What follows belongs to an exercise in optimizing a design on an open flow for small area, a short achievable clock period and few clock cycles; a production flow would make more cautious choices. In this exercise RTL edits were held to simulation tests only and were not proved equivalent to the original. Power and IR drop assume default switching activity.

==> flow/design.v <==
`timescale 1ns/1ps
module cnn_conv_top (
    input  logic        clk,
    input  logic        reset,
    input  logic        pix_valid,
    output logic        pix_ready,
    input  logic [7:0]  pix_byte,
    output logic        out_valid,
    input  logic        out_ready,
    output logic [15:0] out_data,
    output logic [2:0]  out_channel,
    output logic        out_last
);
    localparam int IMG   = 28;
    localparam int DEPTH = 2 * IMG + 3;
    logic [7:0]         in_byte;    
    logic               in_full;
    logic [DEPTH*8-1:0] sr;         
    logic [4:0]         row;        
    logic [4:0]         col;
    logic               busy;       
    logic [2:0]         cc;         
    logic [5:0]         oh;         
    logic               win_last;   
    logic               s1v;        
    logic               hold;       
    logic               hold_last;
    logic [2:0]         oc;         
    logic               ov;         
    logic take, push, issue, adv_out, s1_take, feed, is_win, full_nx, busy_nx;
    logic [7:0] q_new;
    assign q_new = 8'(({1'b0, in_byte} + 9'd1) >> 1);
    assign take    = pix_valid && pix_ready;
    assign adv_out = !ov || out_ready;
    assign issue   = adv_out && ((oc[2] && oc[1]) ? hold : s1v);
    assign s1_take = issue && !(oc[2] && oc[1]);
    assign feed    = busy && (!s1v || s1_take);
    assign push    = in_full && !busy;
    assign is_win  = (row >= 5'd2) && (col >= 5'd2);
    assign full_nx = take || (in_full && !push);
    assign busy_nx = push ? is_win : (busy && !(feed && cc == 3'd5));
    always_ff @(posedge clk) begin
        if (!in_full || push) in_byte <= pix_byte;
        if (push) sr <= {sr[(DEPTH-1)*8-1:0], q_new};
    end
    always_ff @(posedge clk) begin
        if (reset) begin
            in_full   <= 1'b0;
            pix_ready <= 1'b1;
            busy      <= 1'b0;
            cc        <= 3'd0;
            oh        <= 6'd1;
            s1v       <= 1'b0;
            hold      <= 1'b0;
            oc        <= 3'd0;
            row       <= 5'd0;
            col       <= 5'd0;
        end else begin
            in_full   <= full_nx;
            busy      <= busy_nx;
            pix_ready <= !full_nx || !busy_nx;
            s1v       <= feed || (s1v && !s1_take);
            if (issue) oc <= oc + 3'd1;
            if (issue && oc == 3'd7) hold <= 1'b0;
            if (feed && cc == 3'd5)  hold <= 1'b1;
            if (push) begin
                cc <= 3'd0;
                oh <= 6'd1;
                if (col == 5'(IMG - 1)) begin
                    col <= 5'd0;
                    row <= (row == 5'(IMG - 1)) ? 5'd0 : row + 5'd1;
                end else begin
                    col <= col + 5'd1;
                end
            end else if (feed) begin
                cc <= cc + 3'd1;
                oh <= {oh[4:0], oh[5]};
            end
        end
    end
    always_ff @(posedge clk) begin
        if (push) win_last <= (row == 5'(IMG - 1)) && (col == 5'(IMG - 1));
        if (feed && cc == 3'd5) hold_last <= win_last;
    end
    logic [7:0] a, b, c, d, e, f, g, h, i;
    assign a = sr[58*8 +: 8];
    assign b = sr[57*8 +: 8];
    assign c = sr[56*8 +: 8];
    assign d = sr[30*8 +: 8];
    assign e = sr[29*8 +: 8];
    assign f = sr[28*8 +: 8];
    assign g = sr[2*8 +: 8];
    assign h = sr[1*8 +: 8];
    assign i = sr[0*8 +: 8];
    logic [8:0]         r1_sa, r1_sb, r1_sc, r1_sd;
    logic signed [8:0]  r1_pn, r1_q4, r1_un, r1_vn6;  
    logic signed [11:0] r1_e12;     
    logic signed [8:0]  r1_em6;     
    logic [9:0]         r2_nac, r2_nbd;
    logic signed [10:0] r2_zz, r2_ww;              
    logic [10:0]        r3_n;
    logic signed [12:0] r4_y;
    logic signed [10:0] r4_v6;
    logic [14:0]        r5_v7;
    logic signed [13:0] n14, y14;
    logic signed [19:0] w7;
    assign n14 = $signed({3'd0, r3_n});
    assign y14 = 14'(r4_y);
    assign w7  = $signed({y14, 7'd50}) - 20'(y14 <<< 1) - 20'(y14);
    always_ff @(posedge clk) begin
        r1_sa  <= {1'b0, a} + {1'b0, i};
        r1_sb  <= {1'b0, b} + {1'b0, h};
        r1_sc  <= {1'b0, c} + {1'b0, g};
        r1_sd  <= {1'b0, d} + {1'b0, f};
        r1_pn  <= $signed({1'b0, i}) - $signed({1'b0, a});
        r1_q4  <= $signed({1'b0, g}) - $signed({1'b0, c}) + 9'sd4;
        r1_un  <= $signed({1'b0, h}) - $signed({1'b0, b});
        r1_vn6 <= $signed({1'b0, f}) - $signed({1'b0, d}) - 9'sd6;
        r1_e12 <= $signed({2'd0, e, 3'd0}) + $signed({3'd0, e, 2'd0}) - 12'sd12;
        r1_em6 <= 9'sd6 - $signed({1'b0, e});
        r2_nac <= {1'b0, r1_sa} + {1'b0, r1_sc};
        r2_nbd <= {1'b0, r1_sb} + {1'b0, r1_sd};
        r2_zz  <= 11'(14'(r1_q4) - (14'(r1_pn) <<< 1));
        r2_ww  <= 11'(14'sd28 - 14'(r1_un) - 14'(r1_vn6));
        r3_n   <= {1'b0, r2_nac} + {1'b0, r2_nbd};
        r4_y   <= 13'((n14 <<< 1) + n14 + 14'(r1_em6));
    end
    always_ff @(posedge clk) begin
        if (!hold) begin
            r4_v6 <= 11'((14'(r1_e12) - n14) >>> 2);
            if (y14 < 14'sd0)          r5_v7 <= 15'd0;
            else if (y14 > 14'sd2096)  r5_v7 <= 15'd32767;
            else                       r5_v7 <= w7[17:3];
        end
    end
    logic signed [13:0] se, si, spn, sq4, sun, svn6, ssb, ssd, szz, sww, oa, ob, oc_;
    assign se   = $signed({6'd0, e});
    assign si   = $signed({6'd0, i});
    assign spn  = 14'(r1_pn);
    assign sq4  = 14'(r1_q4);
    assign sun  = 14'(r1_un);
    assign svn6 = 14'(r1_vn6);
    assign ssb  = $signed({5'd0, r1_sb});
    assign ssd  = $signed({5'd0, r1_sd});
    assign szz  = 14'(r2_zz);
    assign sww  = 14'(r2_ww);
    logic signed [13:0] a0, b0, a1, b1, c1, a2, b2, c2, a3, b3, c3, a4, b4, c4, a5, b5, c5;
    assign a0 = (se <<< 3) | 14'sd1;    assign b0 = ~si;
    assign a1 = sq4 <<< 3;              assign b1 = sun <<< 3;     assign c1 = spn <<< 3;
    assign a2 = (spn <<< 2) | 14'sd1;   assign b2 = ~(sq4 <<< 2);  assign c2 = svn6 <<< 3;
    assign a3 = (se <<< 5) | 14'sd18;   assign b3 = ~(ssb <<< 3);  assign c3 = ~(ssd <<< 3);
    assign a4 = n14;                    assign b4 = ~(se <<< 1);   assign c4 = -14'sd47;
    assign a5 = szz <<< 1;              assign b5 = szz;           assign c5 = sww <<< 1;
    assign oa  = ({14{oh[0]}} & a0) | ({14{oh[1]}} & a1) | ({14{oh[2]}} & a2) |
                 ({14{oh[3]}} & a3) | ({14{oh[4]}} & a4) | ({14{oh[5]}} & a5);
    assign ob  = ({14{oh[0]}} & b0) | ({14{oh[1]}} & b1) | ({14{oh[2]}} & b2) |
                 ({14{oh[3]}} & b3) | ({14{oh[4]}} & b4) | ({14{oh[5]}} & b5);
    assign oc_ = ({14{oh[1]}} & c1) | ({14{oh[2]}} & c2) |
                 ({14{oh[3]}} & c3) | ({14{oh[4]}} & c4) | ({14{oh[5]}} & c5);
    logic [13:0] s1_s, s1_c, csa_s, csa_c;
    assign csa_s = oa ^ ob ^ oc_;
    assign csa_c = ((oa & ob) | (oa & oc_) | (ob & oc_)) << 1;
    always_ff @(posedge clk) begin
        if (feed) begin
            s1_s <= csa_s;
            s1_c <= csa_c;
        end
    end
    logic signed [13:0] t1;
    logic [15:0]        res;
    assign t1 = $signed(s1_s + s1_c);
    always_comb begin
        if (oc == 3'd7)      res = {1'b0, r5_v7};
        else if (oc == 3'd6) res = r4_v6[10] ? 16'd0 : {6'd0, r4_v6[9:0]};
        else                 res = t1[13] ? 16'd0 : {6'd0, t1[12:3]};
    end
    always_ff @(posedge clk) begin
        if (reset) begin
            out_valid <= 1'b0;
            ov        <= 1'b0;
        end else if (adv_out) begin
            out_valid <= issue;
            ov        <= issue;
        end
    end
    always_ff @(posedge clk) begin
        if (adv_out) begin
            out_data    <= res;
            out_channel <= oc;
            out_last    <= (oc == 3'd7) && hold_last;
        end
    end
endmodule
clock: 9.0 ns
lec_check: 0
cap_margin: 20
core_margin: 2
core_utilization: 40
cts_cluster_diameter: 60
cts_cluster_size: 30
slew_margin: 20
standard.sh (not shown) runs the stock make flow with config.mk's settings and CLKGATE_MAP_FILE= SYNTH_SCRIPT=/design/flow/synth_recipe.tcl, a recipe that flattens the netlist after the stock synthesis.
==> flow/flow/run.sh <==
#!/bin/bash
set -o pipefail
cp standard.sh standard.sh.txt
export SETUP_SLACK_MARGIN=6.3
bash standard.sh > standard.log 2>&1
The baseline completed without violations.
Testbench counts at the start, summed over its fixed seeds: cycles 43,940.
Next try:
Settings changed: CTS_CLUSTER_DIAMETER 60 to 100.
Result: The changed run finished clean; power went down by a little under a tenth; register-to-register slack barely changes; setup slack got worse by 45 ps; clock skew went down by 6.6 ps; synthesized cell count stays the same; synthesized area does not change; cell area went down by a few percent; core utilization went down by 1.0 points; global-route usage went down by 0.20 points; clock-buffer cell count went down by 2.
Next try:
Settings changed: CORE_UTILIZATION 40 to 50, CTS_CLUSTER_DIAMETER 100 to 90, CTS_CLUSTER_SIZE 30 to 26.
The changed run passed the timing, design-rule and antenna checks.
Setup slack gains 57 ps.
Via count went up by 0.72%.
Utilization went up by 11 points.
Sequential power stays flat.
Final area barely changes.
Global-route usage went up by 3.9 points.
Sequential share of layout area hardly moves.
Hold slack loses 5.8 ps.

separate check: timing with driven ports:
The flow's constraints put no driver on any port. The routed layouts listed below were extracted and timed again, unchanged, in two steps.
Step 1: set_driving_cell puts a clkbuf_16 on clk and a buf_2 on each other input, an assumption about the parent block.
Step 2, shift: input delay + t, output delay - t, t = (earliest + latest rising clock arrival at the registers) / 2. This alone moves slack from input paths to output paths.
Three values: ideal, step 1, step 2; two values: the first two.
run	t, ns	setup slack, ns	worst setup path after step 2	worst slew at a driven data input, ns	pins driven straight from the clock port
the first run	0.659	6.084 / 6.025 / 5.903	input to register	0.03	1
the second run	0.692	6.039 / 5.977 / 5.925	input to register	0.03	1
the third run	0.640	6.096 / 6.039 / 5.933	input to register	0.03	1
After both steps setup and hold are still met in every run listed. The setup slack of the first run, which loses most, moves by -0.059 ns with the drivers and by -0.181 ns with both steps.
